From an optimization exercise on the open Yosys and OpenROAD flow, aimed at a short achievable clock period and few clock cycles; shortcuts taken in it are not production practice.
Only simulation tests tie the RTL to the original design; equivalence was not proved.
No driver is modelled on the clock port, so clocking that relies on it looks cheaper here than on a real chip.
No activity file was given, so power comes from the tool's default toggle rates.

## run.sh

```bash
#!/bin/bash
# synth_recipe.tcl (not shown) runs the flow's synth.tcl, then flattens the netlist and writes it again
# the make line also repeats each setting of config.mk as NAME=value (left out here)
make -C /OpenROAD-flow-scripts/flow DESIGN_CONFIG=/design/flow/config.mk WORK_HOME=/design/flow/orfs CLKGATE_MAP_FILE= SYNTH_SCRIPT=/design/flow/synth_recipe.tcl finish
```

## config.mk

```make
export PLATFORM = sky130hd
export DESIGN_NAME = cpuTop
export DESIGN_NICKNAME = cpuTop
export VERILOG_FILES = /design/flow/design.v
export SDC_FILE = /design/flow/constraint.sdc
export NUM_CORES = 4
export LEC_CHECK = 0
export ABC_CLOCK_PERIOD_IN_PS = 2500
export CAP_MARGIN = 20
export CORE_MARGIN = 2
export CORE_UTILIZATION = 40
export SETUP_SLACK_MARGIN = 3.1
export SLEW_MARGIN = 20
export TNS_END_PERCENT = 30
```

## constraint.sdc

```tcl
create_clock -name core_clock -period 6.0 [get_ports {clk}]
set_input_delay 1.2000 -clock core_clock [delete_from_list [all_inputs] [get_ports {clk}]]
set_output_delay 1.2000 -clock core_clock [all_outputs]
set_load 0.01 [all_outputs]
```

## design.v

```verilog
module aluUnit #(
    parameter int W = 16
) (
    input  logic [4:0]   fnHot,
    input  logic [W-1:0] a,
    input  logic [W-1:0] b,
    output logic [W-1:0] y,
    output logic         carryAddOut,
    output logic         carrySubOut
);
    logic [W-1:0] sum, diff;
    logic borrow;
    assign {carryAddOut, sum} = {1'b0, a} + {1'b0, b};
    assign {borrow, diff} = {1'b0, a} - {1'b0, b};
    assign carrySubOut = !borrow;
    assign y = ({W{fnHot[0]}} & sum)
             | ({W{fnHot[1]}} & diff)
             | ({W{fnHot[2]}} & (a & b))
             | ({W{fnHot[3]}} & (a | b))
             | ({W{fnHot[4]}} & (a ^ b));
endmodule
module controlDecoder (
    input  logic [31:0] instr,
    output logic [20:0] word
);
    logic [2:0] op;
    logic [7:0] low;
    always_comb begin
        op = 3'd0;
        if (instr[31:26] == 6'b000000) begin
            case (instr[5:0])
                6'b100000: op = 3'd1;
                6'b100010: op = 3'd2;
                6'b100100: op = 3'd3;
                6'b100101: op = 3'd4;
                6'b100110: op = 3'd5;
                default: op = 3'd0;
            endcase
        end else if (instr[31:26] == 6'b100011) begin
            op = 3'd6;
        end else if (instr[31:26] == 6'b101011) begin
            op = 3'd7;
        end
    end
    assign low = (op == 3'd6 || op == 3'd7) ? instr[7:0] : {3'b000, instr[15:11]};
    assign word = {op, instr[25:21], instr[20:16], low};
endmodule
module registerFile (
    input  logic        clk,
    input  logic        reset,
    input  logic [31:1] selA,
    input  logic [31:1] selB,
    input  logic [31:1] writeHot,
    input  logic [31:0] writeData,
    output logic [31:0] dataA,
    output logic [31:0] dataB
);
    logic [31:0] regs [1:31];
    logic [31:0] writeBus;
    assign writeBus = reset ? 32'd0 : writeData;
    always_ff @(posedge clk) begin
        for (int i = 1; i < 32; i++) begin
            if (reset || writeHot[i]) begin
                regs[i] <= writeBus;
            end
        end
    end
    always_comb begin
        dataA = '0;
        dataB = '0;
        for (int i = 1; i < 32; i++) begin
            dataA = dataA | ({32{selA[i]}} & regs[i]);
            dataB = dataB | ({32{selB[i]}} & regs[i]);
        end
    end
endmodule
module fetchStage (
    input  logic        clk,
    input  logic        reset,
    input  logic        advance,
    input  logic        loadEnable,
    input  logic        loadToData,
    input  logic [5:0]  loadAddr,
    input  logic [31:0] loadData,
    output logic [31:0] pc,
    output logic [20:0] slot0,
    output logic [20:0] slot1,
    output logic [20:0] slot2
);
    localparam logic [31:0] resetPc = 32'd100;
    logic [20:0] ring [64];
    logic [20:0] loadWord;
    controlDecoder predecode (
        .instr(loadData),
        .word(loadWord)
    );
    always_ff @(posedge clk) begin
        for (int i = 0; i < 64; i++) begin
            if (reset) begin
                if (loadEnable && !loadToData && loadAddr == 6'((i + 25) % 64)) begin
                    ring[i] <= loadWord;
                end
            end else if (advance) begin
                ring[i] <= ring[(i + 1) % 64];
            end
        end
    end
    assign slot0 = ring[0];
    assign slot1 = ring[1];
    assign slot2 = ring[2];
    logic [31:0] nextPc;
    always_ff @(posedge clk) begin
        if (reset) begin
            nextPc <= resetPc + 32'd4;
            pc <= resetPc;
        end else if (advance) begin
            nextPc <= nextPc + 32'd4;
            pc <= nextPc;
        end
    end
endmodule
module decodeStage (
    input  logic        clk,
    input  logic        reset,
    input  logic [20:0] slot0,
    input  logic [20:0] slot1,
    input  logic [20:0] slot2,
    input  logic [31:1] wbHot,
    input  logic [31:0] wbData,
    input  logic [31:0] wb2,
    output logic        stall,
    output logic        exWrites,
    output logic [4:0]  exDest,
    output logic [4:0]  exFnHot,
    output logic        exCarryAdd,
    output logic        exCarrySub,
    output logic        exFwdA,
    output logic        exFwdB,
    output logic        exFwdStore,
    output logic [15:0] exOpAH,
    output logic [15:0] exOpBH,
    output logic [31:0] exStoreB,
    output logic [15:0] resL,
    output logic [63:0] exLoadSel,
    output logic [63:0] exStoreSel
);
    localparam logic [2:0] opLoad = 3'd6;
    localparam logic [2:0] opStore = 3'd7;
    function automatic logic [4:0] fRs(input logic [20:0] w);
        fRs = w[17:13];
    endfunction
    function automatic logic [4:0] fRt(input logic [20:0] w);
        fRt = w[12:8];
    endfunction
    function automatic logic fIsLoad(input logic [20:0] w);
        fIsLoad = w[20:18] == opLoad;
    endfunction
    function automatic logic fIsAlu(input logic [20:0] w);
        fIsAlu = w[20:18] != 3'd0 && w[20:18] != opLoad && w[20:18] != opStore;
    endfunction
    function automatic logic [4:0] fDest(input logic [20:0] w);
        fDest = fIsLoad(w) ? w[12:8] : w[4:0];
    endfunction
    function automatic logic fWrites(input logic [20:0] w);
        fWrites = (fIsLoad(w) || fIsAlu(w)) && fDest(w) != 5'd0;
    endfunction
    function automatic logic [31:1] fHot(input logic [4:0] r);
        for (int i = 1; i < 32; i++) begin
            fHot[i] = r == 5'(i);
        end
    endfunction
    logic stallNext;
    logic [20:0] next, nextNext;
    logic [31:1] selA, selB;
    assign stallNext = !reset && !stall && fIsLoad(slot0) && fWrites(slot0)
                       && ((slot1[20:18] != 3'd0 && fRs(slot1) == fDest(slot0))
                           || (fIsAlu(slot1) && fRt(slot1) == fDest(slot0)));
    always_ff @(posedge clk) begin
        stall <= stallNext;
    end
    assign next = (reset || stall) ? slot0 : slot1;
    assign nextNext = (reset || stall || stallNext) ? slot1 : slot2;
    always_ff @(posedge clk) begin
        selA <= fHot(fRs(nextNext));
        selB <= fHot(fRt(nextNext));
    end
    logic [31:0] regA, regB, readA, readB;
    logic hit0A, hit0B, hit1A, hit1B, hit2A, hit2B;
    logic nHit0A, nHit0B, nHit1A, nHit1B, nHit2A, nHit2B;
    logic [3:0] pickLowA, pickLowB;
    logic [3:1] pickFullA, pickFullB;
    registerFile rf (
        .clk(clk),
        .reset(reset),
        .selA(selA),
        .selB(selB),
        .writeHot(wbHot),
        .writeData(wbData),
        .dataA(regA),
        .dataB(regB)
    );
    assign nHit0A = !reset && !stall && fWrites(slot0) && fDest(slot0) == fRs(next);
    assign nHit0B = !reset && !stall && fWrites(slot0) && fDest(slot0) == fRt(next);
    assign nHit1A = exWrites && exDest == fRs(next);
    assign nHit1B = exWrites && exDest == fRt(next);
    assign nHit2A = |(wbHot & fHot(fRs(next)));
    assign nHit2B = |(wbHot & fHot(fRt(next)));
    always_ff @(posedge clk) begin
        readA <= regA;
        readB <= regB;
        hit0A <= nHit0A;
        hit0B <= nHit0B;
        pickLowA <= {!nHit0A && !nHit1A && !nHit2A, !nHit0A && !nHit1A && nHit2A,
                     !nHit0A && nHit1A, nHit0A};
        pickLowB <= {!nHit0B && !nHit1B && !nHit2B, !nHit0B && !nHit1B && nHit2B,
                     !nHit0B && nHit1B, nHit0B};
        pickFullA <= {!nHit1A && !nHit2A, !nHit1A && nHit2A, nHit1A};
        pickFullB <= {!nHit1B && !nHit2B, !nHit1B && nHit2B, nHit1B};
    end
    logic [2:0] op;
    logic [4:0] fnHot;
    logic [31:0] fullA, fullB;
    logic [15:0] lowA, lowB, yL;
    logic carryAdd, carrySub;
    logic [7:0] base, addrSum;
    logic [63:0] wordHot;
    assign op = slot0[20:18];
    always_comb begin
        for (int i = 0; i < 5; i++) begin
            fnHot[i] = op == 3'(i + 1);
        end
    end
    assign fullA = ({32{pickFullA[1]}} & wbData) | ({32{pickFullA[2]}} & wb2)
                 | ({32{pickFullA[3]}} & readA);
    assign fullB = ({32{pickFullB[1]}} & wbData) | ({32{pickFullB[2]}} & wb2)
                 | ({32{pickFullB[3]}} & readB);
    assign lowA = ({16{pickLowA[0]}} & resL) | ({16{pickLowA[1]}} & wbData[15:0])
                | ({16{pickLowA[2]}} & wb2[15:0]) | ({16{pickLowA[3]}} & readA[15:0]);
    assign lowB = ({16{pickLowB[0]}} & resL) | ({16{pickLowB[1]}} & wbData[15:0])
                | ({16{pickLowB[2]}} & wb2[15:0]) | ({16{pickLowB[3]}} & readB[15:0]);
    aluUnit #(.W(16)) aluLow (
        .fnHot(fnHot),
        .a(lowA),
        .b(lowB),
        .y(yL),
        .carryAddOut(carryAdd),
        .carrySubOut(carrySub)
    );
    assign base = lowA[7:0];
    assign addrSum = base + slot0[7:0];
    always_comb begin
        for (int i = 0; i < 64; i++) begin
            wordHot[i] = addrSum[7:2] == 6'(i);
        end
    end
    always_ff @(posedge clk) begin
        if (reset || stall) begin
            exWrites <= 1'b0;
            exFnHot <= '0;
            exLoadSel <= '0;
            exStoreSel <= '0;
        end else begin
            exWrites <= fWrites(slot0);
            exFnHot <= fnHot;
            exLoadSel <= op == opLoad ? wordHot : 64'd0;
            exStoreSel <= op == opStore ? wordHot : 64'd0;
        end
    end
    always_ff @(posedge clk) begin
        resL <= yL;
        exDest <= fDest(slot0);
        exFwdA <= hit0A;
        exFwdB <= hit0B;
        exFwdStore <= hit0B && op == opStore;
        exCarryAdd <= carryAdd;
        exCarrySub <= carrySub;
        exOpAH <= fullA[31:16];
        exOpBH <= fullB[31:16];
        exStoreB <= fullB;
    end
endmodule
module executeStage (
    input  logic        clk,
    input  logic        reset,
    input  logic        exWrites,
    input  logic [4:0]  exDest,
    input  logic [4:0]  exFnHot,
    input  logic        exCarryAdd,
    input  logic        exCarrySub,
    input  logic        exFwdA,
    input  logic        exFwdB,
    input  logic        exFwdStore,
    input  logic [15:0] exOpAH,
    input  logic [15:0] exOpBH,
    input  logic [31:0] exStoreB,
    input  logic [15:0] resL,
    input  logic [63:0] exLoadSel,
    input  logic [63:0] exStoreSel,
    input  logic        loadEnable,
    input  logic        loadToData,
    input  logic [5:0]  loadAddr,
    input  logic [31:0] loadData,
    output logic [31:1] wbHot,
    output logic [31:0] wb2,
    output logic        wbEnable,
    output logic [4:0]  wbDest,
    output logic [31:0] wbData
);
    logic [15:0] resH, a, b, yH, sum, diff;
    logic [31:0] storeData, loadWord, y;
    logic [16:0] sumWide, diffWide;
    assign a = exFwdA ? resH : exOpAH;
    assign b = exFwdB ? resH : exOpBH;
    assign storeData = exFwdStore ? wbData : exStoreB;
    assign sumWide = {a, exCarryAdd} + {b, exCarryAdd};
    assign diffWide = {a, exCarrySub} + {~b, exCarrySub};
    assign sum = sumWide[16:1];
    assign diff = diffWide[16:1];
    assign yH = ({16{exFnHot[0]}} & sum)
              | ({16{exFnHot[1]}} & diff)
              | ({16{exFnHot[2]}} & (a & b))
              | ({16{exFnHot[3]}} & (a | b))
              | ({16{exFnHot[4]}} & (a ^ b));
    memoryStage memory (
        .clk(clk),
        .reset(reset),
        .loadSel(exLoadSel),
        .storeSel(exStoreSel),
        .storeData(storeData),
        .loadEnable(loadEnable),
        .loadToData(loadToData),
        .loadAddr(loadAddr),
        .loadData(loadData),
        .loadWord(loadWord)
    );
    assign y = {yH, resL} | loadWord;
    always_ff @(posedge clk) begin
        resH <= yH;
        wbData <= y;
        wb2 <= wbData;
        for (int i = 1; i < 32; i++) begin
            wbHot[i] <= !reset && exWrites && exDest == 5'(i);
        end
    end
    always_ff @(posedge clk) begin
        if (reset) begin
            wbEnable <= 1'b0;
            wbDest <= 5'd0;
        end else begin
            wbEnable <= exWrites;
            wbDest <= exDest;
        end
    end
endmodule
module memoryStage (
    input  logic        clk,
    input  logic        reset,
    input  logic [63:0] loadSel,
    input  logic [63:0] storeSel,
    input  logic [31:0] storeData,
    input  logic        loadEnable,
    input  logic        loadToData,
    input  logic [5:0]  loadAddr,
    input  logic [31:0] loadData,
    output logic [31:0] loadWord
);
    logic [31:0] dmem [64];
    logic portWrite;
    logic [63:0] portHot;
    logic [31:0] portData;
    logic [31:0] writeData;
    always_ff @(posedge clk) begin
        portWrite <= loadEnable && loadToData;
        for (int i = 0; i < 64; i++) begin
            portHot[i] <= loadEnable && loadToData && loadAddr == 6'(i);
        end
        portData <= loadData;
    end
    assign writeData = portWrite ? portData : storeData;
    always_ff @(posedge clk) begin
        for (int i = 0; i < 64; i++) begin
            if (portHot[i] || (storeSel[i] && !reset && !portWrite)) begin
                dmem[i] <= writeData;
            end
        end
    end
    always_comb begin
        loadWord = '0;
        for (int i = 0; i < 64; i++) begin
            loadWord = loadWord | ({32{loadSel[i]}} & dmem[i]);
        end
    end
endmodule
module cpuTop (
    input  logic        clk,
    input  logic        reset,
    input  logic        loadEnable,
    input  logic        loadToData,
    input  logic [5:0]  loadAddr,
    input  logic [31:0] loadData,
    output logic [31:0] pc,
    output logic        wbEnable,
    output logic [4:0]  wbDest,
    output logic [31:0] wbData
);
    logic stall;
    logic [20:0] slot0, slot1, slot2;
    logic exWrites, exFwdA, exFwdB, exFwdStore, exCarryAdd, exCarrySub;
    logic [4:0] exDest, exFnHot;
    logic [15:0] exOpAH, exOpBH, resL;
    logic [31:0] exStoreB;
    logic [63:0] exLoadSel, exStoreSel;
    logic [31:1] wbHot;
    logic [31:0] wb2;
    fetchStage fetch (
        .clk(clk),
        .reset(reset),
        .advance(!stall),
        .loadEnable(loadEnable),
        .loadToData(loadToData),
        .loadAddr(loadAddr),
        .loadData(loadData),
        .pc(pc),
        .slot0(slot0),
        .slot1(slot1),
        .slot2(slot2)
    );
    decodeStage decode (
        .clk(clk),
        .reset(reset),
        .slot0(slot0),
        .slot1(slot1),
        .slot2(slot2),
        .wbHot(wbHot),
        .wbData(wbData),
        .wb2(wb2),
        .stall(stall),
        .exWrites(exWrites),
        .exDest(exDest),
        .exFnHot(exFnHot),
        .exCarryAdd(exCarryAdd),
        .exCarrySub(exCarrySub),
        .exFwdA(exFwdA),
        .exFwdB(exFwdB),
        .exFwdStore(exFwdStore),
        .exOpAH(exOpAH),
        .exOpBH(exOpBH),
        .exStoreB(exStoreB),
        .resL(resL),
        .exLoadSel(exLoadSel),
        .exStoreSel(exStoreSel)
    );
    executeStage execute (
        .clk(clk),
        .reset(reset),
        .exWrites(exWrites),
        .exDest(exDest),
        .exFnHot(exFnHot),
        .exCarryAdd(exCarryAdd),
        .exCarrySub(exCarrySub),
        .exFwdA(exFwdA),
        .exFwdB(exFwdB),
        .exFwdStore(exFwdStore),
        .exOpAH(exOpAH),
        .exOpBH(exOpBH),
        .exStoreB(exStoreB),
        .resL(resL),
        .exLoadSel(exLoadSel),
        .exStoreSel(exStoreSel),
        .loadEnable(loadEnable),
        .loadToData(loadToData),
        .loadAddr(loadAddr),
        .loadData(loadData),
        .wbHot(wbHot),
        .wb2(wb2),
        .wbEnable(wbEnable),
        .wbDest(wbDest),
        .wbData(wbData)
    );
endmodule
```

==> results_dict.tcl, run 1 <==
set metrics [dict create \
    status "timing/DRC/antenna clean" \
    avgSynthCellArea_sq_um 14.5 \
    dp.cells 19300 \
    final_max_slew_viol_count 0 \
    portBuffers 109 \
    synthCells 13200 \
    critPathKind "reg2reg" \
    die_x_microns 696 \
    io_pins 112 \
    min_path_type "reg2reg" \
    clock_skew_ps 134 \
    rsz0062_at_grt "true" \
    synth-main-ff-cell "edfxtp_1" \
    synth_edf_count 4384 \
    cts_buffers 518 \
    cp-startpoint "decode.exLoadSel[22]" \
    min_period_over_period 0.565 \
    hpwl_microns 402000 \
    wire_per_inst_microns 36.7 \
    vias_per_cell 6.51 \
    p_leak_nw 80.0 \
    start_kind "flip-flop" \
    grt_max_degree 251 \
    critPathCapture "execute.wbData[29]" \
    rr_endpoint "execute.wbData[29]" \
    slew_headroom 0.0676 \
    cts_num_sinks 5007 \
    grt_pass1_vias 123000 \
    setup_tns_ps 0 \
    vias 133000 \
    cp.required_ps 7000 \
    slowest_stage "or4_1" \
    clk_transition_reported_paths_ps 60 \
    setup_viol 0 \
    drive_gt1_frac 0.151 \
    utilization 0.471 \
    grt_pass1_wl_microns 1010000 \
    nets 13800 \
    synthMostInstantiatedCell "edfxtp_1" \
    drt_iter0_markers 26200 \
    hold_viol 0 \
    ant_nets 0 \
    core_sq_mm 0.478 \
    dieHeight_microns 696 \
    overflow 0 \
    synth_top_area_share 0.687 \
    clk_root_buffer_cell "clkbuf_16" \
    fill_cells 41000 \
    grt_use_total 0.297 \
    reg2reg_from "decode.exLoadSel[22]" \
    yosysUniqueCellTypes 74 \
    vdd_drop_max_v 0.000364 \
    crit_chain "buf_12 -> a22o_1 -> a221oi_1 -> nand4_1 -> nor3_2 -> nand2_1 -> or4_1" \
    hold_buffers 0 \
    netlist_area_sq_mm 0.192 \
    crit_arrival_ps 4390 \
    path_buf_inv 1 \
    finalWeightedCongestion 0.909 \
    rr_worst_depth 7 \
    slowest_delay_ps 530 \
    ys_seq_area_frac 0.752 \
    antenna_found_initial 39 \
    fin_cells 20500 \
    synth.area.top_cells "edfxtp_1 69%, dfxtp_1 6.5%, a22oi_1 4.6%" \
    clk_latency_ps 1200 \
    cts_max_path_buffers 4 \
    num_rows 254 \
    cts_tree "yes" \
    regArea_sq_mm 0.145 \
    multiInputGateArea_sq_mm 0.0431 \
    cp.depth 7 \
    crit_family "simple AND/OR/NAND/NOR gates" \
    p_per_area_mw_per_mm2 393 \
    wirelength_microns 753000 \
    min_period_ps 3390 \
    yosys_warnings 9 \
    cap_violations 0 \
    h-tree-depth 6 \
    reg2reg_slack_ps 2610 \
    synth_seq_cells 5007 \
    fmax_ghz 0.295 \
    synthArstFlopShare 0 \
    synth_top_area_cell "edfxtp_1" \
    synthToLayoutAreaGrowth_pct 17.3 \
    crit_fanout 32 \
    dieArea_sq_mm 0.485 \
    dr.pass1.iters 11 \
    endpoint_kind "flip-flop" \
    synth_common_cells "4384 x edfxtp_1, 1456 x inv_1, 1453 x o21ai_0, 1179 x a22oi_1, 727 x clkbuf_1" \
    worst_pin_slew_ps 1390 \
    initial_core_util 0.401 \
    drc 0 \
]
==> cell usage in the layout (no fill, tap or decap), types with 375 or more instances in the layout <==
cell type / count
edfxtp_1: 4384
inv_1: 1449
o21ai_0: 1339
a22oi_1: 1166
clkbuf_16: 527
buf_4: 479
dfxtp_1: 448
a22o_1: 401
a221oi_1: 401
nor2_1: 375
==> timing repair <==
item,CTS,global route
endpoints found under the hold margin,0,0
cloned,27,9
endpoints found under the setup margin,1479,1814
pin swaps,89,93
setup buffers,110,42
gates resized for setup,562,290
==> power by group <==
part	internal (W)	switching, W	leakage (nW)
clock network	0.0183	0.0143	8.31
logic	0.00369	0.00805	24.2
registers	0.0422	0.00192	47.5
==> stage by stage <==
stage          hold WS, ps  setup WS [ps]  cell area [sq um]  total power, W
2_1_floorplan          329           2190             192000          0.0492
3_3_place_gp           424           1440             203000          0.0539
3_5_place_dp           430           1500             203000          0.0540
4_1_cts                411           2710             223000          0.0872
5_1_grt                411           2680             225000          0.0904
6_report               374           2610             225000          0.0885
==> registers in the layout, summed over array words and instances (netlist names), 64 cells and up <==
register	flops
decode.exStoreSel	64
decode.rf.regs	992
decode.exLoadSel	64
execute.memory.dmem	2048
execute.memory.portHot	64
fetch.ring	1344
==> routing by layer <==
metal  wire, microns  GRT usage  share of wire
met5             269    0.00238        0.00036
met4           50400      0.153          0.067
met3          120000      0.116           0.16
met2          320000      0.437           0.42
met1          262000      0.381           0.35
==> logic make-up (layout without fill, tap and decap cells) <==
group                    count (synthesis)  in the layout  share of synthesized area
AND/OR/NAND/NOR                       1620           1625                     0.0423
flip-flops                            5007           5007                      0.752
buffers and inverters                 2285           3101                     0.0450
adder cells (fa/ha/maj)                106            106                    0.00707
other                                    1             27                  0.0000196
AO/OA/AOI/OAI                         4042           4056                      0.145
multiplexers                           110            110                    0.00579
XOR/XNOR                                63             63                    0.00288
==> cell type report <==
| cell class | instances | share of cell area |
|---|---|---|
| Timing Repair Buffer | 701 | 0.0301 |
| Inverter | 1456 | 0.0243 |
| Multi-Input combinational cell | 5962 | 0.192 |
| Antenna cell | 25 | 0.000278 |
| Tap cell | 6400 | 0.0356 |
| Sequential cell | 5007 | 0.642 |
| Clock inverter | 245 | 0.0123 |
| Clock buffer | 699 | 0.0634 |
==> how the worst min path moves through the flow <==
stage / startpoint / to / depth (start not counted)
floorplan: decode.pickLowA[0] / decode.exFwdA / 0
global placement: decode.readA[23] / decode.exOpAH[7] / 2
detailed placement: decode.readA[21] / decode.exOpAH[5] / 2
CTS: execute.wbData[7] / execute.wb2[7] / 0
global route: execute.wbData[7] / execute.wb2[7] / 0
finish: execute.wbData[7] / execute.wb2[7] / 0
Testbench counts, summed over its fixed seeds: cycles 8,356.
==> run 2: changes to the inputs <==
--- a/design.v
+++ b/design.v
@@ -90,17 +90,23 @@
     localparam logic [31:0] resetPc = 32'd100;
     logic [20:0] ring [64];
     logic [20:0] loadWord;
+    logic pendLoad;
+    logic [5:0] pendAddr;
+    logic [31:0] pendData;
+    always_ff @(posedge clk) begin
+        pendLoad <= loadEnable && !loadToData;
+        pendAddr <= loadAddr;
+        pendData <= loadData;
+    end
     controlDecoder predecode (
-        .instr(loadData),
+        .instr(pendData),
         .word(loadWord)
     );
     always_ff @(posedge clk) begin
         for (int i = 0; i < 64; i++) begin
-            if (reset) begin
-                if (loadEnable && !loadToData && loadAddr == 6'((i + 25) % 64)) begin
-                    ring[i] <= loadWord;
-                end
-            end else if (advance) begin
+            if (pendLoad && pendAddr == 6'((i + 25) % 64)) begin
+                ring[i] <= loadWord;
+            end else if (!reset && advance) begin
                 ring[i] <= ring[(i + 1) % 64];
             end
         end
@@ -122,11 +128,13 @@
 module decodeStage (
     input  logic        clk,
     input  logic        reset,
+    input  logic        loadEnable,
+    input  logic        loadToData,
     input  logic [20:0] slot0,
     input  logic [20:0] slot1,
     input  logic [20:0] slot2,
     input  logic [31:1] wbHot,
-    input  logic [31:0] wbData,
+    input  logic [31:0] wbFwdN,
     input  logic [31:0] wb2,
     output logic        stall,
     output logic        exWrites,
@@ -170,19 +178,18 @@
         end
     endfunction
     logic stallNext;
-    logic [20:0] next, nextNext;
+    logic [20:0] next;
     logic [31:1] selA, selB;
     assign stallNext = !reset && !stall && fIsLoad(slot0) && fWrites(slot0)
                        && ((slot1[20:18] != 3'd0 && fRs(slot1) == fDest(slot0))
                            || (fIsAlu(slot1) && fRt(slot1) == fDest(slot0)));
     always_ff @(posedge clk) begin
-        stall <= stallNext;
+        stall <= reset ? loadEnable && !loadToData : stallNext;
     end
     assign next = (reset || stall) ? slot0 : slot1;
-    assign nextNext = (reset || stall || stallNext) ? slot1 : slot2;
     always_ff @(posedge clk) begin
-        selA <= fHot(fRs(nextNext));
-        selB <= fHot(fRt(nextNext));
+        selA <= (reset || stall || stallNext) ? fHot(fRs(slot1)) : fHot(fRs(slot2));
+        selB <= (reset || stall || stallNext) ? fHot(fRt(slot1)) : fHot(fRt(slot2));
     end
     logic [31:0] regA, regB, readA, readB;
     logic hit0A, hit0B, hit1A, hit1B, hit2A, hit2B;
@@ -195,7 +202,7 @@
         .selA(selA),
         .selB(selB),
         .writeHot(wbHot),
-        .writeData(wbData),
+        .writeData(~wbFwdN),
         .dataA(regA),
         .dataB(regB)
     );
@@ -230,13 +237,13 @@
             fnHot[i] = op == 3'(i + 1);
         end
     end
-    assign fullA = ({32{pickFullA[1]}} & wbData) | ({32{pickFullA[2]}} & wb2)
+    assign fullA = ({32{pickFullA[1]}} & ~wbFwdN) | ({32{pickFullA[2]}} & wb2)
                  | ({32{pickFullA[3]}} & readA);
-    assign fullB = ({32{pickFullB[1]}} & wbData) | ({32{pickFullB[2]}} & wb2)
+    assign fullB = ({32{pickFullB[1]}} & ~wbFwdN) | ({32{pickFullB[2]}} & wb2)
                  | ({32{pickFullB[3]}} & readB);
-    assign lowA = ({16{pickLowA[0]}} & resL) | ({16{pickLowA[1]}} & wbData[15:0])
+    assign lowA = ({16{pickLowA[0]}} & resL) | ({16{pickLowA[1]}} & ~wbFwdN[15:0])
                 | ({16{pickLowA[2]}} & wb2[15:0]) | ({16{pickLowA[3]}} & readA[15:0]);
-    assign lowB = ({16{pickLowB[0]}} & resL) | ({16{pickLowB[1]}} & wbData[15:0])
+    assign lowB = ({16{pickLowB[0]}} & resL) | ({16{pickLowB[1]}} & ~wbFwdN[15:0])
                 | ({16{pickLowB[2]}} & wb2[15:0]) | ({16{pickLowB[3]}} & readB[15:0]);
     aluUnit #(.W(16)) aluLow (
         .fnHot(fnHot),
@@ -301,6 +308,7 @@
     input  logic [5:0]  loadAddr,
     input  logic [31:0] loadData,
     output logic [31:1] wbHot,
+    output logic [31:0] wbFwdN,
     output logic [31:0] wb2,
     output logic        wbEnable,
     output logic [4:0]  wbDest,
@@ -311,7 +319,7 @@
     logic [16:0] sumWide, diffWide;
     assign a = exFwdA ? resH : exOpAH;
     assign b = exFwdB ? resH : exOpBH;
-    assign storeData = exFwdStore ? wbData : exStoreB;
+    assign storeData = exFwdStore ? ~wbFwdN : exStoreB;
     assign sumWide = {a, exCarryAdd} + {b, exCarryAdd};
     assign diffWide = {a, exCarrySub} + {~b, exCarrySub};
     assign sum = sumWide[16:1];
@@ -337,7 +345,8 @@
     always_ff @(posedge clk) begin
         resH <= yH;
         wbData <= y;
-        wb2 <= wbData;
+        wbFwdN <= ~y;
+        wb2 <= ~wbFwdN;
         for (int i = 1; i < 32; i++) begin
             wbHot[i] <= !reset && exWrites && exDest == 5'(i);
         end
@@ -411,7 +420,7 @@
     logic [31:0] exStoreB;
     logic [63:0] exLoadSel, exStoreSel;
     logic [31:1] wbHot;
-    logic [31:0] wb2;
+    logic [31:0] wbFwdN, wb2;
     fetchStage fetch (
         .clk(clk),
         .reset(reset),
@@ -428,11 +437,13 @@
     decodeStage decode (
         .clk(clk),
         .reset(reset),
+        .loadEnable(loadEnable),
+        .loadToData(loadToData),
         .slot0(slot0),
         .slot1(slot1),
         .slot2(slot2),
         .wbHot(wbHot),
-        .wbData(wbData),
+        .wbFwdN(wbFwdN),
         .wb2(wb2),
         .stall(stall),
         .exWrites(exWrites),
@@ -472,6 +483,7 @@
         .loadAddr(loadAddr),
         .loadData(loadData),
         .wbHot(wbHot),
+        .wbFwdN(wbFwdN),
         .wb2(wb2),
         .wbEnable(wbEnable),
         .wbDest(wbDest),
==> results_dict.tcl, run 2 <==
set metrics [dict create \
    crit_chain "clkinvlp_4 -> buf_6 -> o21ai_2 -> a221o_2 -> buf_6 -> ha_4 -> nand2_4 -> a31oi_4 -> o21ai_4 -> a21boi_4 -> buf_6 -> o22ai_4 -> buf_6 -> mux2i_4 -> buf_12 -> buf_6 -> buf_8 -> nor3_1" \
    overflow 0 \
    whs_endpoint "execute.wb2[30]" \
    dieHeight_microns 704 \
    initial_core_util 0.401 \
    ant_nets 0 \
    largest-register "execute.memory.dmem" \
    vias_per_cell 6.51 \
    fmax_ghz 0.309 \
    synth_common_cells "4384 x edfxtp_1, 1779 x nand2_1, 1396 x a22oi_1, 898 x o21ai_0, 816 x clkbuf_1" \
    min_path_cells 1 \
    path_common_cell "buf_6" \
    dpl_cell_area_sq_mm 0.206 \
    worst_pin_slew_ps 1230 \
    synthCells 13500 \
    antenna_found_initial 46 \
    h-tree-depth 6 \
    synthMostInstantiatedCell "edfxtp_1" \
    hpwl_microns 432000 \
    wire_per_inst_microns 36.6 \
    synthArstFlopShare 0 \
    synth_seq_cells 5046 \
    multiInputGateArea_sq_mm 0.0503 \
    p_leak_nw 79.9 \
    die_x_microns 704 \
    rsz0062_at_grt "true" \
    slowest_delay_ps 340 \
    min_path_type "reg2reg" \
    synthToLayoutAreaGrowth_pct 16.5 \
    min_period_ps 3240 \
    reg2reg_slack_ps 2760 \
    yosysUniqueCellTypes 91 \
    preCtsSetupSlack_ps 1570 \
    utilization 0.467 \
    grt_use_total 0.294 \
    vias 135000 \
    final_common_cell "edfxtp_1" \
    min_period_over_period 0.539 \
    final_max_slew_viol_count 0 \
    dp.cells 19600 \
    portBuffers 109 \
    ys_seq_area_frac 0.739 \
    drc 0 \
    synth_top_area_cell "edfxtp_1" \
    grt_max_degree 70 \
    p_per_area_mw_per_mm2 396 \
    wirelength_microns 761000 \
    slowest_stage "a221o_2" \
    fin_area_sq_mm 0.228 \
    finalWeightedCongestion 0.942 \
    slew_headroom 0.180 \
    clk_root_buffer_cell "clkbuf_16" \
    grt_pass1_vias 126000 \
    yosys_warnings 9 \
    largest_registers "execute.memory.dmem x2048, fetch.ring x1344, decode.rf.regs x992" \
    fin_cells 20800 \
    rr_endpoint "decode.exLoadSel[35]" \
    status "timing/DRC/antenna clean" \
    crit_arrival_ps 4200 \
    synth_top_area_share 0.672 \
    path_buf_inv 8 \
    crit_family "buffers and inverters" \
    layout_common_cells "4384 x edfxtp_1, 1699 x nand2_1, 1387 x a22oi_1" \
    cp.required_ps 6970 \
    setup_tns_ps 0 \
    drive_gt1_frac 0.179 \
    fin_ws_ps 2760 \
    cap_violations 0 \
    cts_buffers 533 \
    cts_num_sinks 5046 \
    synth-main-ff-cell "edfxtp_1" \
    cts_max_path_buffers 4 \
    io_pins 112 \
    synth_edf_count 4384 \
    synth.area.top_cells "edfxtp_1 67%, dfxtp_1 6.8%, a22oi_1 5.3%" \
    clk_latency_ps 1110 \
    hold_viol 0 \
    clock_skew_ps 130 \
    fill_cells 41900 \
    reg2reg_from "decode.pickLowA[1]" \
    core_sq_mm 0.489 \
    drt_iter0_markers 23900 \
    grt_pass1_wl_microns 1030000 \
    num_rows 257 \
    vdd_drop_max_v 0.000354 \
    netlist_area_sq_mm 0.196 \
    clk_transition_reported_paths_ps 60 \
    nets 14000 \
    avgSynthCellArea_sq_um 14.5 \
    rr_worst_depth 18 \
    dr.pass1.iters 13 \
    critPathKind "reg2reg" \
    start_kind "flip-flop" \
    largest_reg_flops 2048 \
    cts_tree "yes" \
    setup_viol 0 \
    crit_fanout 7 \
    regArea_sq_mm 0.145 \
    hp-start "execute.wbFwdN[30]" \
    dieArea_sq_mm 0.496 \
    endpoint_kind "flip-flop" \
]
## run 2: cell types whose count changed after synthesis, moves of 89 or more
cell	delta
a22o_1	-121
a221oi_1	-112
a22oi_1	+217
o21ai_0	-555
clkbuf_1	+89
mux2_2	+444
nand2_1	+1527
inv_1	-1284
nor3_1	+107
## run 2: how the worst max path moves through the flow
stage | end | cells past startpoint | from | slack (ps)
after floorplan | execute.wbFwdN[29] | 11 | decode.exFwdB | 2630
after global placement | decode.pickLowA[2] | 9 | reset | 1600
after detailed placement | decode.exLoadSel[3] | 11 | decode.pickLowA[1] | 1570
after CTS | fetch.ring[48][7] | 4 | fetch.pendAddr[0] | 2650
after global routing | decode.exStoreSel[30] | 18 | decode.pickLowA[1] | 2720
final | decode.exLoadSel[35] | 18 | decode.pickLowA[1] | 2760
## run 2: metal layers
metal	part of all wire	up-vias	track usage	routed length [microns]
met3	0.16	2794	0.111	119000
li1	-	53600	-	-
met4	0.068	26	0.155	51600
met5	0.00027	-	0.00154	209
met1	0.36	67300	0.380	271000
met2	0.42	11700	0.427	319000
## run 2: area by class of cell
| cell class | count | area share |
|---|---|---|
| flip-flops and latches | 5046 | 0.636 |
| multi-input cells | 7363 | 0.221 |
| clock buffers | 693 | 0.0637 |
| well taps | 6475 | 0.0355 |
| repair buffers | 738 | 0.0303 |
| clock inverters | 265 | 0.0106 |
| inverters | 172 | 0.00287 |
| diodes | 29 | 0.000318 |
## run 2: power breakdown
group | switching (W) | internal [W]
logic | 0.00862 | 0.00441
clock network | 0.0142 | 0.0184
registers | 0.00225 | 0.0426
## run 2: what timing repair did
item / in CTS / in global routing
gates cloned: 4 / 15
setup endpoints to repair: 2696 / 2573
hold endpoints to repair: 0 / 0
hold buffers: 0 / 0
pin swaps: 84 / 80
gates resized for setup: 516 / 299
buffers inserted: 133 / 59
## run 2: stage by stage
step / hold WS (ps) / power (W)
2_1_floorplan: 329 / 0.0496
3_3_place_gp: 423 / 0.0548
3_5_place_dp: 431 / 0.0548
4_1_cts: 421 / 0.0884
5_1_grt: 434 / 0.0924
6_report: 382 / 0.0905
## run 2: cell families (layout without fill, tap and decap cells)
group	after synthesis	after routing	synth area share
buffers and inverters	1096	1868	0.0216
adder cells (fa/ha/maj)	106	106	0.00692
AND/OR/NAND/NOR	3241	3243	0.0743
multiplexers	607	608	0.0340
AO/OA/AOI/OAI	3337	3337	0.121
XOR/XNOR	67	67	0.00299
flip-flops	5046	5046	0.739
other	1	31	0.0000191
Testbench counts of run 2, summed over its fixed seeds: cycles 8,393.
==> run 3: changes to the inputs <==
--- a/design.v
+++ b/design.v
@@ -230,7 +230,8 @@
     logic [15:0] lowA, lowB, yL;
     logic carryAdd, carrySub;
     logic [7:0] base, addrSum;
-    logic [63:0] wordHot;
+    logic [7:0] highHot, lowHot, loadHigh, storeHigh;
+    logic [63:0] loadHot, storeHot;
     assign op = slot0[20:18];
     always_comb begin
         for (int i = 0; i < 5; i++) begin
@@ -256,8 +257,15 @@
     assign base = lowA[7:0];
     assign addrSum = base + slot0[7:0];
     always_comb begin
+        for (int i = 0; i < 8; i++) begin
+            highHot[i] = addrSum[7:5] == 3'(i);
+            lowHot[i] = addrSum[4:2] == 3'(i);
+        end
+        loadHigh = highHot & {8{op == opLoad}};
+        storeHigh = highHot & {8{op == opStore}};
         for (int i = 0; i < 64; i++) begin
-            wordHot[i] = addrSum[7:2] == 6'(i);
+            loadHot[i] = loadHigh[i / 8] && lowHot[i % 8];
+            storeHot[i] = storeHigh[i / 8] && lowHot[i % 8];
         end
     end
     always_ff @(posedge clk) begin
@@ -269,8 +277,8 @@
         end else begin
             exWrites <= fWrites(slot0);
             exFnHot <= fnHot;
-            exLoadSel <= op == opLoad ? wordHot : 64'd0;
-            exStoreSel <= op == opStore ? wordHot : 64'd0;
+            exLoadSel <= loadHot;
+            exStoreSel <= storeHot;
         end
     end
     always_ff @(posedge clk) begin
==> flow/run.sh (new file) <==
#!/bin/bash
# The standard layout, with one more timing repair after clock tree synthesis
# (post_cts.tcl, run by ORFS's POST_CTS_TCL hook). Each tool's output goes to
# ORFS's own logs under orfs/logs; what standard.sh prints goes to standard.log.
set -euo pipefail
export POST_CTS_TCL="$PWD/flow/post_cts.tcl"
bash standard.sh > standard.log 2>&1
==> flow/post_cts.tcl (new file) <==
# Sourced by ORFS's cts.tcl after its own repair, before 4_1_cts.odb is written.
# 1. The output port buffers that buffer_ports made from delay cells become
#    plain buffers (each port keeps its one buffer).
# 2. Setup repair again, aiming at a 2.7 ns period, over all violating
#    endpoints, twice, then hold repair,
#    then legalise the placement.
set resized 0
foreach inst [get_cells output*] {
  if { [string match "*dly*" [get_property $inst ref_name]] } {
    replace_cell $inst sky130_fd_sc_hd__buf_4
    incr resized
  }
}
puts "post_cts: $resized output buffers made plain"
estimate_parasitics -placement
report_worst_slack
foreach pass {1 2} {
  repair_timing -setup -setup_margin 3.3 -repair_tns 100 -verbose
  report_worst_slack
}
repair_timing -hold -hold_margin 0 -verbose
detailed_placement
check_placement -verbose
estimate_parasitics -placement
report_worst_slack
report_worst_slack -min
==> standard.sh (new file) <==
#!/bin/bash
# synth_recipe.tcl (not shown) runs the flow's synth.tcl, then flattens the netlist and writes it again
# the make line also repeats each setting of config.mk as NAME=value (left out here)
make -C /OpenROAD-flow-scripts/flow DESIGN_CONFIG=/design/flow/config.mk WORK_HOME=/design/flow/orfs CLKGATE_MAP_FILE= SYNTH_SCRIPT=/design/flow/synth_recipe.tcl "${@:-finish}"
removed: run.sh
==> results_dict.tcl, run 3 <==
set metrics [dict create \
    final_max_slew_viol_count 0 \
    slew_headroom 0.121 \
    fmax_ghz 0.317 \
    synth_top_area_cell "edfxtp_1" \
    dieArea_sq_mm 0.495 \
    path_buf_inv 4 \
    synthCells 13400 \
    cts_tree "yes" \
    p_leak_nw 79.9 \
    vias 136000 \
    status "timing/DRC/antenna clean" \
    crit_chain "buf_12 -> buf_8 -> buf_6 -> mux2i_4 -> ha_4 -> nand3_4 -> o2111ai_4 -> buf_4 -> a31oi_2 -> a211oi_2 -> mux2_4 -> o221ai_4 -> or3_1" \
    nets 14000 \
    synth.area.top_cells "edfxtp_1 67%, dfxtp_1 6.8%, a22oi_1 5.4%" \
    io_pins 112 \
    hold_viol 0 \
    fin_ws_ps 2850 \
    antenna_found_initial 54 \
    dpl_cell_area_sq_mm 0.206 \
    power_switching_w 0.0253 \
    crit_arrival_ps 4060 \
    min_period_over_period 0.525 \
    p_per_area_mw_per_mm2 396 \
    swShare 0.278 \
    vias_per_cell 6.53 \
    crit_family "compound AO/OA/AOI/OAI gates" \
    largest_reg_flops 2048 \
    min_path_type "reg2reg" \
    layout_common_cells "4384 x edfxtp_1, 1591 x nand2_1, 1409 x a22oi_1" \
    largest_registers "execute.memory.dmem x2048, fetch.ring x1344, decode.rf.regs x992" \
    synth_top_area_share 0.673 \
    power.total_w 0.0910 \
    vdd_drop_max_v 0.000354 \
    netlist_area_sq_mm 0.196 \
    setup_tns_ps 0 \
    ant_nets 0 \
    endpoint_kind "flip-flop" \
    dr.pass1.iters 13 \
    worst_pin_slew_ps 1320 \
    grt_max_degree 65 \
    synth_common_cells "4384 x edfxtp_1, 1678 x nand2_1, 1419 x a22oi_1, 887 x o21ai_0, 809 x clkbuf_1" \
    power_frac_comb 0.145 \
    hpwl_microns 438000 \
    setup_viol 0 \
    clkPwrFrac 0.364 \
    drt_iter0_markers 25600 \
    final_common_cell "edfxtp_1" \
    wirelength_microns 769000 \
    synthArstFlopShare 0 \
    clk_latency_ps 1110 \
    grt_use_total 0.301 \
    finalWeightedCongestion 0.925 \
    critPathKind "reg2reg" \
    portBuffers 109 \
    initial_core_util 0.402 \
    rsz0062_at_grt "true" \
    fin_area_sq_mm 0.230 \
    crit_fanout 9 \
    start_kind "flip-flop" \
    utilization 0.472 \
    core_sq_mm 0.487 \
    preCtsSetupSlack_ps 1460 \
    overflow 0 \
    synth_seq_cells 5046 \
    drive_gt1_frac 0.202 \
    die_x_microns 704 \
    yosysUniqueCellTypes 100 \
    ys_seq_area_frac 0.740 \
    p_int_w 0.0657 \
    synth-main-ff-cell "edfxtp_1" \
    synth_edf_count 4384 \
    dieHeight_microns 704 \
    cp.required_ps 6910 \
    avgSynthCellArea_sq_um 14.6 \
    slowest_stage "ha_4" \
    num_rows 256 \
    drc 0 \
    synthToLayoutAreaGrowth_pct 17.4 \
    grt_pass1_vias 128000 \
    min_period_ps 3150 \
    wire_per_inst_microns 37.0 \
    largest-register "execute.memory.dmem" \
    cts_num_sinks 5046 \
    yosys_warnings 9 \
    grt_pass1_wl_microns 1040000 \
    clk_transition_reported_paths_ps 60 \
    cap_violations 0 \
    clock_skew_ps 117 \
    slowest_delay_ps 370 \
    pwr-share-seq 0.491 \
    synthMostInstantiatedCell "edfxtp_1" \
]
-- run 3: cell count changes in the layout (fill, tap and decap cells not counted), sizes merged, moves of 16 or more --
| cell | before | now |
|---|---|---|
| nand3 | 344 | 362 |
| or3 | 21 | 37 |
| o22ai | 10 | 35 |
| mux2i | 162 | 117 |
| buf | 639 | 764 |
| nor3 | 169 | 61 |
| nor2 | 345 | 473 |
| a22oi | 1396 | 1421 |
| dlymetal6s2s | 27 | 0 |
| nand2 | 1779 | 1678 |
| clkinvlp | 5 | 25 |
| o21ai | 909 | 889 |
| clkdlybuf4s50 | 62 | 40 |
-- run 3: power groups by stage --
stage | Clock [W] | Combinational (W) | Sequential, W
5_1_grt | 0.0345 | 0.0137 | 0.0448
3_5_place_dp | 0 | 0.00964 | 0.0451
6_report | 0.0331 | 0.0132 | 0.0447
2_1_floorplan | 0 | 0.00535 | 0.0441
3_3_place_gp | 0 | 0.00953 | 0.0452
-- run 3: layer usage --
layer | vias up | share of wire | track usage
li1 | 53500 | - | -
met1 | 67400 | 0.35 | 0.388
met2 | 11900 | 0.42 | 0.445
met3 | 2854 | 0.15 | 0.114
met4 | 38 | 0.066 | 0.152
met5 | - | 0.00047 | 0.00204
-- run 3: final timing paths --
check	startpoint	to	slack (ps)	depth (start not counted)
worst max-delay path	decode.exFwdA	execute.wbData[25]	2850	13
worst min-delay path	decode.pickLowB[0]	decode.exFwdB	410	0
worst max register to register	decode.exFwdA	execute.wbData[25]	2850	13
worst min register to register	decode.pickLowB[0]	decode.exFwdB	410	0
-- run 3: cell type report --
type	instances	area, sq um
Fill cell	41600	257000
Sequential cell	5046	145000
Multi-Input combinational cell	7308	51100
Clock buffer	691	14500
Tap cell	6450	8070
Timing Repair Buffer	805	7350
Clock inverter	261	2710
Inverter	192	736
Antenna cell	30	75.1
-- run 3: metrics by stage --
stage                     instances  hold slack [ps]
after global routing          20800              422
after global placement        19500              416
final                         20800              410
after floorplan               13400              329
after detailed placement      19500              419
-- run 3: kinds of logic after synthesis --
logic type | synth area share
flip-flops | 0.740
AO/OA/AOI/OAI | 0.124
AND/OR/NAND/NOR | 0.0723
buffers and inverters | 0.0213
multiplexers | 0.0321
adder cells (fa/ha/maj) | 0.00693
XOR/XNOR | 0.00307
other | 0.0000192
Testbench counts of run 3, summed over its fixed seeds: cycles 8,393.
==> run 4: changes to the inputs <==
--- a/design.v
+++ b/design.v
@@ -102,11 +102,19 @@
         .instr(pendData),
         .word(loadWord)
     );
+    logic turn;
+    logic [63:0] hit;
+    assign turn = !reset && advance;
+    always_comb begin
+        for (int i = 0; i < 64; i++) begin
+            hit[i] = pendLoad && pendAddr == (turn ? 6'((i + 26) % 64) : 6'((i + 25) % 64));
+        end
+    end
     always_ff @(posedge clk) begin
         for (int i = 0; i < 64; i++) begin
-            if (pendLoad && pendAddr == 6'((i + 25) % 64)) begin
+            if (hit[i]) begin
                 ring[i] <= loadWord;
-            end else if (!reset && advance) begin
+            end else if (turn) begin
                 ring[i] <= ring[(i + 1) % 64];
             end
         end
@@ -130,12 +138,12 @@
     input  logic        reset,
     input  logic        loadEnable,
     input  logic        loadToData,
+    input  logic [5:0]  loadAddr,
     input  logic [20:0] slot0,
     input  logic [20:0] slot1,
     input  logic [20:0] slot2,
     input  logic [31:1] wbHot,
     input  logic [31:0] wbFwdN,
-    input  logic [31:0] wb2,
     output logic        stall,
     output logic        exWrites,
     output logic [4:0]  exDest,
@@ -184,7 +192,8 @@
                        && ((slot1[20:18] != 3'd0 && fRs(slot1) == fDest(slot0))
                            || (fIsAlu(slot1) && fRt(slot1) == fDest(slot0)));
     always_ff @(posedge clk) begin
-        stall <= reset ? loadEnable && !loadToData : stallNext;
+        stall <= reset ? loadEnable && !loadToData && (loadAddr == 6'd25 || loadAddr == 6'd26)
+                       : stallNext;
     end
     assign next = (reset || stall) ? slot0 : slot1;
     always_ff @(posedge clk) begin
@@ -192,10 +201,10 @@
         selB <= (reset || stall || stallNext) ? fHot(fRt(slot1)) : fHot(fRt(slot2));
     end
     logic [31:0] regA, regB, readA, readB;
-    logic hit0A, hit0B, hit1A, hit1B, hit2A, hit2B;
+    logic hit0A, hit0B;
     logic nHit0A, nHit0B, nHit1A, nHit1B, nHit2A, nHit2B;
-    logic [3:0] pickLowA, pickLowB;
-    logic [3:1] pickFullA, pickFullB;
+    logic [2:0] pickLowA, pickLowB;
+    logic [2:1] pickFullA, pickFullB;
     registerFile rf (
         .clk(clk),
         .reset(reset),
@@ -213,23 +222,21 @@
     assign nHit2A = |(wbHot & fHot(fRs(next)));
     assign nHit2B = |(wbHot & fHot(fRt(next)));
     always_ff @(posedge clk) begin
-        readA <= regA;
-        readB <= regB;
+        readA <= nHit2A ? ~wbFwdN : regA;
+        readB <= nHit2B ? ~wbFwdN : regB;
         hit0A <= nHit0A;
         hit0B <= nHit0B;
-        pickLowA <= {!nHit0A && !nHit1A && !nHit2A, !nHit0A && !nHit1A && nHit2A,
-                     !nHit0A && nHit1A, nHit0A};
-        pickLowB <= {!nHit0B && !nHit1B && !nHit2B, !nHit0B && !nHit1B && nHit2B,
-                     !nHit0B && nHit1B, nHit0B};
-        pickFullA <= {!nHit1A && !nHit2A, !nHit1A && nHit2A, nHit1A};
-        pickFullB <= {!nHit1B && !nHit2B, !nHit1B && nHit2B, nHit1B};
+        pickLowA <= {!nHit0A && !nHit1A, !nHit0A && nHit1A, nHit0A};
+        pickLowB <= {!nHit0B && !nHit1B, !nHit0B && nHit1B, nHit0B};
+        pickFullA <= {!nHit1A, nHit1A};
+        pickFullB <= {!nHit1B, nHit1B};
     end
     logic [2:0] op;
     logic [4:0] fnHot;
     logic [31:0] fullA, fullB;
     logic [15:0] lowA, lowB, yL;
     logic carryAdd, carrySub;
-    logic [7:0] base, addrSum;
+    logic [7:0] addrSum;
     logic [7:0] highHot, lowHot, loadHigh, storeHigh;
     logic [63:0] loadHot, storeHot;
     assign op = slot0[20:18];
@@ -238,14 +245,12 @@
             fnHot[i] = op == 3'(i + 1);
         end
     end
-    assign fullA = ({32{pickFullA[1]}} & ~wbFwdN) | ({32{pickFullA[2]}} & wb2)
-                 | ({32{pickFullA[3]}} & readA);
-    assign fullB = ({32{pickFullB[1]}} & ~wbFwdN) | ({32{pickFullB[2]}} & wb2)
-                 | ({32{pickFullB[3]}} & readB);
+    assign fullA = ({32{pickFullA[1]}} & ~wbFwdN) | ({32{pickFullA[2]}} & readA);
+    assign fullB = ({32{pickFullB[1]}} & ~wbFwdN) | ({32{pickFullB[2]}} & readB);
     assign lowA = ({16{pickLowA[0]}} & resL) | ({16{pickLowA[1]}} & ~wbFwdN[15:0])
-                | ({16{pickLowA[2]}} & wb2[15:0]) | ({16{pickLowA[3]}} & readA[15:0]);
+                | ({16{pickLowA[2]}} & readA[15:0]);
     assign lowB = ({16{pickLowB[0]}} & resL) | ({16{pickLowB[1]}} & ~wbFwdN[15:0])
-                | ({16{pickLowB[2]}} & wb2[15:0]) | ({16{pickLowB[3]}} & readB[15:0]);
+                | ({16{pickLowB[2]}} & readB[15:0]);
     aluUnit #(.W(16)) aluLow (
         .fnHot(fnHot),
         .a(lowA),
@@ -254,8 +259,18 @@
         .carryAddOut(carryAdd),
         .carrySubOut(carrySub)
     );
-    assign base = lowA[7:0];
-    assign addrSum = base + slot0[7:0];
+    logic [7:0] baseSrc [3];
+    logic [7:0] baseSum [3];
+    assign baseSrc[0] = resL[7:0];
+    assign baseSrc[1] = ~wbFwdN[7:0];
+    assign baseSrc[2] = readA[7:0];
+    always_comb begin
+        addrSum = '0;
+        for (int k = 0; k < 3; k++) begin
+            baseSum[k] = baseSrc[k] + slot0[7:0];
+            addrSum = addrSum | ({8{pickLowA[k]}} & baseSum[k]);
+        end
+    end
     always_comb begin
         for (int i = 0; i < 8; i++) begin
             highHot[i] = addrSum[7:5] == 3'(i);
@@ -317,7 +332,6 @@
     input  logic [31:0] loadData,
     output logic [31:1] wbHot,
     output logic [31:0] wbFwdN,
-    output logic [31:0] wb2,
     output logic        wbEnable,
     output logic [4:0]  wbDest,
     output logic [31:0] wbData
@@ -354,7 +368,6 @@
         resH <= yH;
         wbData <= y;
         wbFwdN <= ~y;
-        wb2 <= ~wbFwdN;
         for (int i = 1; i < 32; i++) begin
             wbHot[i] <= !reset && exWrites && exDest == 5'(i);
         end
@@ -428,7 +441,7 @@
     logic [31:0] exStoreB;
     logic [63:0] exLoadSel, exStoreSel;
     logic [31:1] wbHot;
-    logic [31:0] wbFwdN, wb2;
+    logic [31:0] wbFwdN;
     fetchStage fetch (
         .clk(clk),
         .reset(reset),
@@ -447,12 +460,12 @@
         .reset(reset),
         .loadEnable(loadEnable),
         .loadToData(loadToData),
+        .loadAddr(loadAddr),
         .slot0(slot0),
         .slot1(slot1),
         .slot2(slot2),
         .wbHot(wbHot),
         .wbFwdN(wbFwdN),
-        .wb2(wb2),
         .stall(stall),
         .exWrites(exWrites),
         .exDest(exDest),
@@ -492,7 +505,6 @@
         .loadData(loadData),
         .wbHot(wbHot),
         .wbFwdN(wbFwdN),
-        .wb2(wb2),
         .wbEnable(wbEnable),
         .wbDest(wbDest),
         .wbData(wbData)
--- a/config.mk
+++ b/config.mk
@@ -11,4 +11,4 @@
 export CORE_UTILIZATION = 40
 export SETUP_SLACK_MARGIN = 3.1
 export SLEW_MARGIN = 20
-export TNS_END_PERCENT = 30
+export TNS_END_PERCENT = 100
==> results_dict.tcl, run 4 <==
set metrics [dict create \
    status "timing/DRC/antenna clean" \
    rsz0062_at_grt "true" \
    yosys.area_share.adder 0.00770 \
    portBuffers 109 \
    cts_num_sinks 5010 \
    synth_xor_area_frac 0.00331 \
    vdd_drop_max_v 0.000336 \
    synth_edf_count 4384 \
    yosys.area_share.simple 0.0811 \
    dieHeight_microns 704 \
    synthMostInstantiatedCell "edfxtp_1" \
    slew_headroom 0.151 \
    cts_tree "yes" \
    yosysUniqueCellTypes 86 \
    hpwl_microns 437000 \
    io_pins 112 \
    synthToLayoutAreaGrowth_pct 19.3 \
    synth-main-ff-cell "edfxtp_1" \
    drt_iter0_markers 25700 \
    vias_per_cell 6.57 \
    die_x_microns 704 \
    drc 0 \
    avgSynthCellArea_sq_um 14.2 \
    initial_core_util 0.402 \
    synth_mux_area_frac 0.0292 \
    grt_use_total 0.310 \
    synth_top_area_cell "edfxtp_1" \
    largest_reg_flops 2048 \
    wire_per_inst_microns 37.4 \
    min_period_ps 3130 \
    wirelength_microns 795000 \
    final_common_cell "edfxtp_1" \
    synth.area.top_cells "edfxtp_1 67%, dfxtp_1 6.4%, a22oi_1 4.4%" \
    synth_top_family_by_area "compound AO/OA/AOI/OAI gates" \
    largest-register "execute.memory.dmem" \
    start_kind "flip-flop" \
    min_path_type "reg2reg" \
    largest_registers "execute.memory.dmem x2048, fetch.ring x1344, decode.rf.regs x992" \
    synthCells 13700 \
    vias 139000 \
    core_sq_mm 0.487 \
    utilization 0.480 \
    overflow 0 \
    grt_pass1_wl_microns 1070000 \
    setup_tns_ps 0 \
    p_per_area_mw_per_mm2 394 \
    antenna_found_initial 52 \
    cp.required_ps 6990 \
    netlist_area_sq_mm 0.196 \
    p_leak_nw 82.3 \
    num_rows 256 \
    worst_pin_slew_ps 1270 \
    setup_viol 0 \
    layout_common_cells "4384 x edfxtp_1, 1974 x nand2_1, 1131 x a22oi_1" \
    dr.pass1.iters 13 \
    min_period_over_period 0.522 \
    grt_pass1_vias 130000 \
    synth_common_cells "4384 x edfxtp_1, 2112 x nand2_1, 1136 x a22oi_1, 867 x o21ai_0, 815 x clkbuf_1" \
    clk_transition_reported_paths_ps 60 \
    synthArstFlopShare 0 \
    synth-compound-area-share 0.121 \
    synth_top_area_share 0.673 \
    critPathKind "reg2reg" \
    drive_gt1_frac 0.211 \
    fmax_ghz 0.319 \
    endpoint_kind "flip-flop" \
    nets 14500 \
    synth_seq_cells 5010 \
    whs_ps 431 \
    finalWeightedCongestion 0.919 \
    clk_latency_ps 1150 \
    ant_nets 0 \
    ys_seq_area_frac 0.737 \
    dieArea_sq_mm 0.495 \
    yosys_warnings 11 \
    grt_max_degree 99 \
    hold_viol 0 \
    cap_violations 0 \
    final_max_slew_viol_count 0 \
    clock_skew_ps 155 \
    crit_fanout 6 \
    crit_arrival_ps 4130 \
]
## run 4: cell count changes in the layout (fill, tap and decap cells not counted), sizes merged, moves of 28 or more
cell / previous run / this run
a22oi: 1421 / 1136
dfxtp: 662 / 626
buf: 764 / 860
nand3: 362 / 307
clkbuf: 691 / 719
or4: 90 / 27
a221oi: 287 / 409
mux2: 447 / 347
nand4: 209 / 266
nor3: 61 / 151
a22o: 278 / 394
nand2: 1678 / 2132
nor2: 473 / 441
mux2i: 117 / 179
## run 4: metrics by stage
stage          cell area [sq um]  std cells  worst slack (ps)  power (W)
2_1_floorplan             198000      13700              2670     0.0499
3_3_place_gp              207000      19800               901     0.0550
3_5_place_dp              207000      19800              1000     0.0551
5_1_grt                   233000      21200              2790     0.0940
6_report                  233000      21200              2870     0.0921
## run 4: final timing paths
path	slack, ps	cells after the start	endpoint	start
setup / recovery	2870	12	execute.wbData[30]	decode.exFwdB
hold / removal	430	2	decode.exOpBH[3]	decode.readB[19]
setup reg to reg	2870	12	execute.wbData[30]	decode.exFwdB
hold reg to reg	430	2	decode.exOpBH[3]	decode.readB[19]
## run 4: power breakdown
part	total (W)	switching [W]	leakage [nW]	internal [W]
logic	0.0147	0.00959	26.8	0.00507
clock network	0.0330	0.0145	8.33	0.0185
registers	0.0444	0.00211	47.2	0.0423
## run 4: cell type report
cell class,count,area [sq um]
fillers,41400,253000
flip-flops and latches,5010,145000
multi-input cells,7663,53600
clock buffers,691,14300
repair buffers,928,9320
well taps,6450,8070
clock inverters,273,2780
inverters,183,693
diodes,30,75.1
## run 4: cells by family after synthesis
| group | count (synthesis) |
|---|---|
| other cells | 1 |
| mux | 525 |
| buf+inv | 1105 |
| compound gates | 3285 |
| fa+ha+maj | 118 |
| flops | 5010 |
| simple gates | 3626 |
| xor+xnor | 74 |
## run 4: routing by layer
layer	wire, microns	global-route usage	vias to the layer above	share of wire
met4	59800	0.182	40	0.075
li1	-	-	54600	-
met1	282000	0.403	69300	0.35
met2	327000	0.442	12400	0.41
met5	583	0.00252	-	0.00073
met3	126000	0.118	3135	0.16
## run 4: worst max-delay path: stages, from the launching register on
cell	delay (ps)
dfxtp_4	450
buf_6	140
mux2i_4	280
buf_4	150
ha_2	190
nor2b_1	70
or2_4	250
a41oi_4	250
a211oi_4	130
o41ai_2	230
o211ai_1	170
and2_4	190
or4_4	550
Testbench counts of run 4, summed over its fixed seeds: cycles 8,357.
==> run 5: changes to the inputs <==
--- a/config.mk
+++ b/config.mk
@@ -9,6 +9,6 @@
 export CAP_MARGIN = 20
 export CORE_MARGIN = 2
 export CORE_UTILIZATION = 40
-export SETUP_SLACK_MARGIN = 3.1
+export SETUP_SLACK_MARGIN = 3.2
 export SLEW_MARGIN = 20
 export TNS_END_PERCENT = 100
==> results_dict.tcl, run 5 <==
set metrics [dict create \
    vias_per_cell 6.55 \
    largest_registers "execute.memory.dmem x2048, fetch.ring x1344, decode.rf.regs x992" \
    synthCells 13700 \
    synth_mux_area_frac 0.0292 \
    min_path_type "reg2reg" \
    num_rows 256 \
    slew_headroom 0.0545 \
    multiInputGateArea_sq_mm 0.0544 \
    fmax_ghz 0.318 \
    status "timing/DRC/antenna clean" \
    synth_xor_area_frac 0.00331 \
    io_pins 112 \
    finalWeightedCongestion 0.908 \
    pwr-share-seq 0.483 \
    grt_use_total 0.301 \
    cap_violations 0 \
    cts_tree "yes" \
    hpwl_microns 410000 \
    final_max_slew_viol_count 0 \
    wire_per_inst_microns 36.7 \
    clk_transition_reported_paths_ps 60 \
    endpoint_kind "flip-flop" \
    largest-register "execute.memory.dmem" \
    grt_max_degree 65 \
    critPathKind "reg2reg" \
    start_kind "flip-flop" \
    antenna_found_initial 38 \
    synthToLayoutAreaGrowth_pct 18.8 \
    dr.pass1.iters 14 \
    swShare 0.285 \
    ys_seq_area_frac 0.737 \
    preCtsSetupSlack_ps 1060 \
    dp.cells 19700 \
    initial_core_util 0.402 \
    p_leak_nw 81.5 \
    synth-compound-area-share 0.121 \
    ant_nets 0 \
    worst_pin_slew_ps 1420 \
    p_int_w 0.0659 \
    synth_top_area_cell "edfxtp_1" \
    yosys.area_share.adder 0.00770 \
    drc 0 \
    setup_tns_ps 0 \
    dieArea_sq_mm 0.495 \
    avgSynthCellArea_sq_um 14.2 \
    yosys_warnings 11 \
    rsz0062_at_grt "true" \
    grt_pass1_vias 127000 \
    final_common_cell "edfxtp_1" \
    fill_cells 41300 \
    grt_pass1_wl_microns 1040000 \
    synth_top_family_by_area "compound AO/OA/AOI/OAI gates" \
    synth-main-ff-cell "edfxtp_1" \
    synth_common_cells "4384 x edfxtp_1, 2112 x nand2_1, 1136 x a22oi_1, 867 x o21ai_0, 815 x clkbuf_1" \
    yosysUniqueCellTypes 86 \
    yosys.area_share.simple 0.0811 \
    wirelength_microns 773000 \
    netlist_area_sq_mm 0.196 \
    synthArstFlopShare 0 \
    clk_latency_ps 1130 \
    vdd_drop_max_v 0.000409 \
    largest_reg_flops 2048 \
    die_x_microns 704 \
    dieHeight_microns 704 \
    fin_cells 21000 \
    power_switching_w 0.0262 \
    vias 138000 \
    synth_edf_count 4384 \
    nets 14300 \
    overflow 0 \
    synth.area.top_cells "edfxtp_1 67%, dfxtp_1 6.4%, a22oi_1 4.4%" \
    cts_num_sinks 5010 \
    drt_iter0_markers 24900 \
    clkPwrFrac 0.356 \
    hold_viol 0 \
    clock_skew_ps 92.3 \
    power_frac_comb 0.161 \
    synthMostInstantiatedCell "edfxtp_1" \
    portBuffers 109 \
    p_per_area_mw_per_mm2 396 \
    synth_top_area_share 0.673 \
    cp.required_ps 7040 \
    min_period_over_period 0.524 \
    crit_fanout 8 \
    layout_common_cells "4384 x edfxtp_1, 1979 x nand2_1, 1131 x a22oi_1" \
    setup_viol 0 \
    fin_ws_ps 2860 \
    core_sq_mm 0.487 \
    drive_gt1_frac 0.204 \
    regArea_sq_mm 0.145 \
    min_period_ps 3140 \
    crit_arrival_ps 4180 \
    synth_seq_cells 5010 \
]
==> run 5: cell counts after synthesis <==
No cell type changed its count.
==> run 5: kinds of logic after synthesis <==
family,count (synthesis)
xor gates and xnor gates,74
adders and majority gates,118
buffers and inverters,1105
and+or+nand+nor,3626
muxes,525
AOI/OAI and AO/OA,3285
other,1
DFF,5010
==> run 5: cell type report <==
class,instances,share of cell area
diodes,21,0.000226
multi-input cells,7649,0.234
well taps,6450,0.0347
repair buffers,761,0.0329
flip-flops and latches,5010,0.622
inverters,183,0.00297
clock inverters,270,0.0116
clock buffers,687,0.0616
==> run 5: path summary, 6_finish.rpt <==
path / startpoint / endpoint / slack [ps] / cells after the start
hold reg to reg: decode.readB[27] / decode.exOpBH[11] / 440 / 2
setup reg to reg: decode.exFwdA / execute.wbData[31] / 2860 / 14
setup / recovery: decode.exFwdA / execute.wbData[31] / 2860 / 14
hold / removal: decode.readB[27] / decode.exOpBH[11] / 440 / 2
==> run 5: critical path: stages (launching register included) <==
cell,delay [ps]
dfxtp_2,340
buf_12,180
mux2i_4,300
inv_2,90
fa_2,370
a21o_1,210
a221oi_2,290
o31ai_2,130
a21oi_2,210
buf_4,150
o31ai_4,50
a2111o_1,370
o211ai_1,90
buf_4,190
or2_4,140
==> run 5: routing by layer <==
metal | track usage | routed length, microns
met2 | 0.435 | 320000
met1 | 0.390 | 275000
met5 | 0.000388 | 531
met3 | 0.114 | 120000
met4 | 0.170 | 56900
==> run 5: stage by stage <==
stage | utilization | cell area, sq um | hold slack, ps | power, W
floorplan | - | 200000 | 329 | 0.0501
finish | 0.477 | 232000 | 438 | 0.0921
global placement | 0.426 | 207000 | 425 | 0.0551
detailed placement | 0.426 | 207000 | 421 | 0.0553
global route | 0.477 | 232000 | 432 | 0.0941
==> run 5: power groups by stage <==
stage / Sequential [W] / Clock (W) / Combinational [W]
2_1_floorplan: 0.0439 / 0 / 0.00619
3_3_place_gp: 0.0450 / 0 / 0.0101
3_5_place_dp: 0.0449 / 0 / 0.0103
5_1_grt: 0.0446 / 0.0341 / 0.0154
6_report: 0.0445 / 0.0328 / 0.0148

re-timing with driven ports:
The flow's constraints put no driver on any port. The routed layouts listed below were extracted and timed again, unchanged, in two steps.
Step 1: set_driving_cell puts a clkbuf_16 on clk and a buf_2 on each other input, an assumption about the parent block.
Step 2 adds t to the input delays and takes it off the output delays; t is the mean of the earliest and latest rising clock arrival at the registers after step 1. Input paths then give back, and output paths get back, about the clock's delay inside the block.
a / b / c = ideal / step 1 / step 2; a / b = the first two.
| run | t (ns) | setup WS [ns] | pins driven straight from the clock port |
|---|---|---|---|
| run 1 | 1.216 | 2.611 / 2.591 / 1.646 | 1 |
| run 2 | 1.154 | 2.764 / 2.751 / 1.826 | 1 |
| run 3 | 1.177 | 2.848 / 2.848 / 1.921 | 1 |
| run 4 | 1.194 | 2.867 / 2.825 / 1.632 | 1 |
| run 5 | 1.198 | 2.858 / 2.858 / 1.985 | 1 |
After both steps every run listed still meets setup and hold. For run 4, which loses most, drivers alone change the setup slack by -0.042 ns; drivers and shift together by -1.235 ns.
